Background: an optimization exercise with open tools, aiming at small area. Do not read the settings as production practice. Where RTL was checked, it was by simulation tests only, not by an equivalence proof against the original. No activity file was given, so power comes from the tool's default toggle rates.

the reference run:
==> module processor, before the edit <==
module processor (
    input  logic        clock,
    input  logic        reset,
    output logic [31:0] imem_address,
    input  logic [31:0] imem_data,
    output logic [31:0] dmem_address,
    output logic [31:0] dmem_write_data,
    output logic        dmem_write_enable,
    input  logic [31:0] dmem_read_data,
    output logic        reg_write_enable,
    output logic [4:0]  reg_write_addr,
    output logic [31:0] reg_write_data,
    output logic [4:0]  reg_read_addr_a,
    output logic [4:0]  reg_read_addr_b,
    input  logic [31:0] reg_read_data_a,
    input  logic [31:0] reg_read_data_b
);
    logic [31:0] pc;
    logic        ex;         
    logic        nx;         
    logic        taken;      
    logic [15:0] cnt;        
    logic [3:0]  lfsr;
    logic [3:1]  creg;       
    logic [31:0] ins;
    logic [4:0]  op;
    logic [4:0]  rd, rs, rt, shamt;
    logic        is_r, is_j, is_bne, is_imm, is_sw, is_lw, is_fill;
    logic        f_sub, f_logic, f_or, f_shift, f_sra;
    assign ins     = imem_data;
    assign op      = ins[31:27];
    assign rd      = ins[26:22];
    assign rs      = ins[21:17];
    assign rt      = ins[16:12];
    assign shamt   = ins[11:7];
    assign is_r    = ~op[3] & ~op[2] & ~op[1] & ~op[0];
    assign is_j    = ~op[3] & ~op[2] & ~op[1] &  op[0];
    assign is_bne  = ~op[2] &  op[1];
    assign is_imm  =  op[2];                   
    assign is_sw   =  op[2] &  op[1];
    assign is_lw   =  op[3] & ~op[0];
    assign is_fill =  op[3] &  op[0];
    assign f_sub   = ~ins[4] & ~ins[3] &  ins[2];
    assign f_logic = ~ins[4] &  ins[3];
    assign f_or    =  ins[2];
    assign f_shift =  ins[4];
    assign f_sra   =  ins[2];
    logic sll;
    assign sll = is_r & f_shift & ~f_sra;
    assign reg_read_addr_a = (ex & ~sll) ? rs : 5'd0;
    always_comb begin
        reg_read_addr_b = 5'd0;
        if (ex) begin
            if (is_r)                 reg_read_addr_b = f_shift ? (f_sra ? 5'd0 : rs) : rt;
            else if (is_bne | is_sw)  reg_read_addr_b = rd;
        end
    end
    logic [31:0] x, y, s;
    logic [32:0] c;
    logic [3:0]  cout;
    logic        use_imm, use_tgt, inv, cin, pc_lo;
    logic [31:0] b_val, imm_val;
    logic        settled;
    assign use_imm = (ex & (op[2] | is_lw)) | (nx & taken & ~is_j);
    assign use_tgt = nx & taken & is_j;
    assign inv     = ex & ~op[3] & ~op[2] & (op[1] | ins[2]);    
    assign cin     = inv | (nx & ~(taken & is_j));
    assign pc_lo   = nx & ~(taken & is_j);
    assign imm_val = {{5{use_imm & ins[16]}},
                      use_tgt ? ins[26:17] : {10{use_imm & ins[16]}},
                      (use_imm | use_tgt) ? ins[16:0] : 17'd0};
    assign b_val   = op[2] ? 32'd0 : reg_read_data_b;    
    assign x = reg_read_data_a | (pc & {{5{nx}}, {27{pc_lo}}});
    assign y = ((b_val ^ {32{inv}}) | imm_val) | {16'd0, cnt};
    genvar k;
    generate
        for (k = 0; k < 32; k++) begin : g_add
            logic cin_k;
            if (k == 0)           assign cin_k = cin;
            else if (k % 8 == 0)  assign cin_k = creg[k / 8];
            else                  assign cin_k = c[k];
            assign c[k+1] = (x[k] & y[k]) | (x[k] & cin_k) | (y[k] & cin_k);
            assign s[k]   = x[k] ^ y[k] ^ cin_k;
        end
    endgenerate
    assign cout    = {c[32], c[24], c[16], c[8]};
    assign settled = (creg == cout[2:0]);
    logic [31:0] sh_in, sh_r;
    logic        sh_fill;
    function automatic logic [31:0] rev(input logic [31:0] v);
        for (int i = 0; i < 32; i++) rev[i] = v[31 - i];
    endfunction
    assign sh_fill = reg_read_data_a[31];                        
    assign sh_in   = reg_read_data_a | rev(reg_read_data_b);     
    logic [31:0] q1, q2;
    logic [3:0] d0, d1;
    logic [63:0] e0, e1, e2;
    assign d0 = 4'b1 << shamt[1:0];
    assign d1 = 4'b1 << shamt[3:2];
    assign e0 = {{32{sh_fill}}, sh_in};
    assign q1 = ({32{d0[0]}} & e0[31:0]) | ({32{d0[1]}} & e0[32:1]) | ({32{d0[2]}} & e0[33:2]) | ({32{d0[3]}} & e0[34:3]);
    assign e1 = {{32{sh_fill}}, q1};
    assign q2 = ({32{d1[0]}} & e1[31:0]) | ({32{d1[1]}} & e1[35:4]) | ({32{d1[2]}} & e1[39:8]) | ({32{d1[3]}} & e1[43:12]);
    assign e2 = {{32{sh_fill}}, q2};
    assign sh_r = shamt[4] ? e2[47:16] : e2[31:0];
    logic [31:0] lg;
    assign lg = (reg_read_data_a & reg_read_data_b) | ((reg_read_data_a | reg_read_data_b) & {32{f_or}});    
    logic sel_lw, sel_sra, sel_sll, sel_lg, sel_s;
    assign sel_lw  = op[3];
    assign sel_sra = ~op[3] & ~op[2] & f_shift & f_sra;
    assign sel_sll = ~op[3] & ~op[2] & f_shift & ~f_sra;
    assign sel_lg  = ~op[3] & ~op[2] & ~f_shift & f_logic;
    assign sel_s   = ~op[3] & (op[2] | ~(f_shift | f_logic));
    assign reg_write_data = (dmem_read_data & {32{sel_lw}}) | (sh_r & {32{sel_sra}})
                          | (rev(sh_r) & {32{sel_sll}}) | (lg & {32{sel_lg}}) | (s & {32{sel_s}});
    logic fill_done, fill_go, step;
    assign fill_done = (cnt == ins[15:0]);
    assign step      = ex & settled;
    assign fill_go   = ex & is_fill & ~fill_done;
    assign reg_write_enable  = step & (is_r | (is_imm & ~is_sw) | is_lw);
    assign reg_write_addr    = rd;
    assign dmem_address      = s;
    assign dmem_write_data   = {reg_read_data_b[31:4], reg_read_data_b[3:0] | (op[3] ? lfsr : 4'd0)};
    assign dmem_write_enable = step & (is_sw | (is_fill & ~fill_done));
    assign imem_address      = pc;
    logic ex_next;
    assign ex_next = ex ? (fill_go | (~settled & ~is_fill)) : settled;
    always_ff @(posedge clock or posedge reset) begin
        if (reset) begin
            ex   <= 1'b0;
            nx   <= 1'b0;
            lfsr <= 4'b0001;
        end else begin
            ex   <= ex_next;
            nx   <= (ex | nx) & ~ex_next;
            if (step & fill_go) lfsr <= {lfsr[2:0], lfsr[3] ^ lfsr[2]};
        end
    end
    logic [16:0] cnt_c;
    assign cnt_c[0] = settled;
    generate
        for (k = 0; k < 16; k++) begin : g_cnt
            assign cnt_c[k+1] = cnt_c[k] & cnt[k];
            always_ff @(posedge clock) cnt[k] <= fill_go & (cnt[k] ^ cnt_c[k]);
        end
    endgenerate
    always_ff @(posedge clock) begin
        creg <= (~ex & settled) ? 3'd0 : cout[2:0];
        if (~ex & settled) pc <= s;
        if (ex) taken <= is_j | (is_bne & (|s));
    end
endmodule
Settings: LEC_CHECK=0, CAP_MARGIN=0, CORE_MARGIN=2, CORE_UTILIZATION=50, SLEW_MARGIN=0; clock period 10.0 ns.
standard.sh (not shown) runs the stock make flow with config.mk's settings and CLKGATE_MAP_FILE= SYNTH_SCRIPT=/design/flow/synth_recipe.tcl, a recipe that flattens the netlist after the stock synthesis.
==> flow/flow/run.sh <==
#!/bin/bash
# Standard layout (standard synthesis included) with two changes after synthesis:
# port buffers use the smallest buffer cell, and CTS uses small clock buffers and adds
# no dummy loads. make's output goes to make_finish.log, each step's to orfs/logs/.
set -euo pipefail
export BUFFER_PORTS_ARGS="-buffer_cell sky130_fd_sc_hd__buf_1"
export CTS_ARGS="-sink_clustering_enable -repair_clock_nets -dont_use_dummy_load -buf_list {sky130_fd_sc_hd__clkbuf_2 sky130_fd_sc_hd__clkbuf_4} -root_buf sky130_fd_sc_hd__clkbuf_4"
bash standard.sh finish > make_finish.log 2>&1
The inputs of the trial run differ from those of the reference run as listed below.
diff --git a/flow/design.v b/flow/design.v
--- a/flow/design.v
+++ b/flow/design.v
@@ -56,26 +56,34 @@
             else if (is_bne | is_sw)  reg_read_addr_b = rd;
         end
     end
     logic [31:0] x, y, s;
     logic [32:0] c;
     logic [3:0]  cout;
-    logic        use_imm, use_tgt, inv, cin, pc_lo;
-    logic [31:0] b_val, imm_val;
+    logic        use_imm, use_tgt, t11, t10, t01, t00, cin, pc_lo;
+    logic [31:0] a_val, b_val, ab_val, imm_val;
     logic        settled;
     assign use_imm = (ex & (op[2] | is_lw)) | (nx & taken & ~is_j);
     assign use_tgt = nx & taken & is_j;
-    assign inv     = ex & ~op[3] & ~op[2] & (op[1] | ins[2]);    
-    assign cin     = inv | (nx & ~(taken & is_j));
+    logic r_ex;
+    assign r_ex    = ex & ~op[3] & ~op[2] & ~op[1] & ~op[0];
+    assign t11     = r_ex & ~ins[2];                                
+    assign t01     = r_ex & (ins[3] | ~ins[2]);                     
+    assign t10     = (ex & is_bne) | (r_ex & ~ins[3] & ins[2]);     
+    assign t00     = (ex & is_bne) | (r_ex & (ins[3] ^ ins[2]));    
+    assign cin     = t00 | (nx & ~(taken & is_j));
     assign pc_lo   = nx & ~(taken & is_j);
     assign imm_val = {{5{use_imm & ins[16]}},
                       use_tgt ? ins[26:17] : {10{use_imm & ins[16]}},
                       (use_imm | use_tgt) ? ins[16:0] : 17'd0};
-    assign b_val   = op[2] ? 32'd0 : reg_read_data_b;    
+    assign a_val   = reg_read_data_a;
+    assign b_val   = reg_read_data_b;
+    assign ab_val  = (a_val & b_val & {32{t11}}) | (a_val & ~b_val & {32{t10}})
+                   | (~a_val & b_val & {32{t01}}) | (~a_val & ~b_val & {32{t00}});
     assign x = reg_read_data_a | (pc & {{5{nx}}, {27{pc_lo}}});
-    assign y = ((b_val ^ {32{inv}}) | imm_val) | {16'd0, cnt};
+    assign y = ab_val | imm_val | {16'd0, cnt};
     genvar k;
     generate
         for (k = 0; k < 32; k++) begin : g_add
             logic cin_k;
             if (k == 0)           assign cin_k = cin;
             else if (k % 8 == 0)  assign cin_k = creg[k / 8];
@@ -101,22 +109,19 @@
     assign e0 = {{32{sh_fill}}, sh_in};
     assign q1 = ({32{d0[0]}} & e0[31:0]) | ({32{d0[1]}} & e0[32:1]) | ({32{d0[2]}} & e0[33:2]) | ({32{d0[3]}} & e0[34:3]);
     assign e1 = {{32{sh_fill}}, q1};
     assign q2 = ({32{d1[0]}} & e1[31:0]) | ({32{d1[1]}} & e1[35:4]) | ({32{d1[2]}} & e1[39:8]) | ({32{d1[3]}} & e1[43:12]);
     assign e2 = {{32{sh_fill}}, q2};
     assign sh_r = shamt[4] ? e2[47:16] : e2[31:0];
-    logic [31:0] lg;
-    assign lg = (reg_read_data_a & reg_read_data_b) | ((reg_read_data_a | reg_read_data_b) & {32{f_or}});    
-    logic sel_lw, sel_sra, sel_sll, sel_lg, sel_s;
+    logic sel_lw, sel_sra, sel_sll, sel_s;
     assign sel_lw  = op[3];
     assign sel_sra = ~op[3] & ~op[2] & f_shift & f_sra;
     assign sel_sll = ~op[3] & ~op[2] & f_shift & ~f_sra;
-    assign sel_lg  = ~op[3] & ~op[2] & ~f_shift & f_logic;
-    assign sel_s   = ~op[3] & (op[2] | ~(f_shift | f_logic));
+    assign sel_s   = ~op[3] & (op[2] | ~f_shift);
     assign reg_write_data = (dmem_read_data & {32{sel_lw}}) | (sh_r & {32{sel_sra}})
-                          | (rev(sh_r) & {32{sel_sll}}) | (lg & {32{sel_lg}}) | (s & {32{sel_s}});
+                          | (rev(sh_r) & {32{sel_sll}}) | (s & {32{sel_s}});
     logic fill_done, fill_go, step;
     assign fill_done = (cnt == ins[15:0]);
     assign step      = ex & settled;
     assign fill_go   = ex & is_fill & ~fill_done;
     assign reg_write_enable  = step & (is_r | (is_imm & ~is_sw) | is_lw);
     assign reg_write_addr    = rd;
@@ -143,12 +148,12 @@
         for (k = 0; k < 16; k++) begin : g_cnt
             assign cnt_c[k+1] = cnt_c[k] & cnt[k];
             always_ff @(posedge clock) cnt[k] <= fill_go & (cnt[k] ^ cnt_c[k]);
         end
     endgenerate
     always_ff @(posedge clock) begin
-        creg <= (~ex & settled) ? 3'd0 : cout[2:0];
+        creg <= cout[2:0] & {3{~(nx & settled)}};
         if (~ex & settled) pc <= s;
         if (ex) taken <= is_j | (is_bne & (|s));
     end
 endmodule
 `default_nettype wire
Results
| register fraction of the total cell area | higher: the reference run |
In the trial run, area added between synthesis and finish is higher than in the reference run.
Per the comparison of the trial run with the reference run, relative contribution of the clock network to total power down 1.1 points, share of the clock period used by the worst path after layout up 0.68 points, worst-case setup slack after placement down 0.45 ns.
Of the two candidates, the reference run has the worse via count and the trial run the better one.
Area of combinational cells with multiple inputs is higher on the trial run
Delta (the trial run minus the reference run): number of antenna cells inserted down 1, slack of the critical path went down by 0.068 ns, multi-input gate share of the layout cell area lost 1.1 points, critical path data arrival time rose 0.06 ns.
Post-synthesis adder-cell area fraction is lower on the reference run
Looking only at design area, and setting everything else aside, the lower value of the trial run and the reference run goes to the reference run.
The wire length of the first global-routing pass of the trial run is lower than that of the reference run.
For the trial run, only the layout was checked, not whether the RTL still works.

static timing again, ports no longer ideal:
No port has a modelled driver above. Below, the same layouts with a new extraction and two added sets of constraints. Step 1 assumes that a clkbuf_16 drives the clock port and a buf_2 every other input. Step 2, shift: input delay + t, output delay - t, t = (earliest + latest rising clock arrival at the registers) / 2. This alone moves slack from input paths to output paths. a / b / c = no drivers / after step 1 / after step 2; a / b = the first two.
run | shift t [ns] | setup slack, ns | worst register clock-pin slew, ns
the reference run | 0.477 | 0.375 / 0.360 / -0.085 | 0.11 / 0.11
the trial run | 0.467 | 0.308 / 0.292 / -0.141 | 0.11 / 0.11
Met with ideal ports but missed after step 2: setup timing in the reference run and the trial run. For the reference run, which loses most, drivers alone change the setup slack by -0.015 ns; drivers and shift together by -0.460 ns.
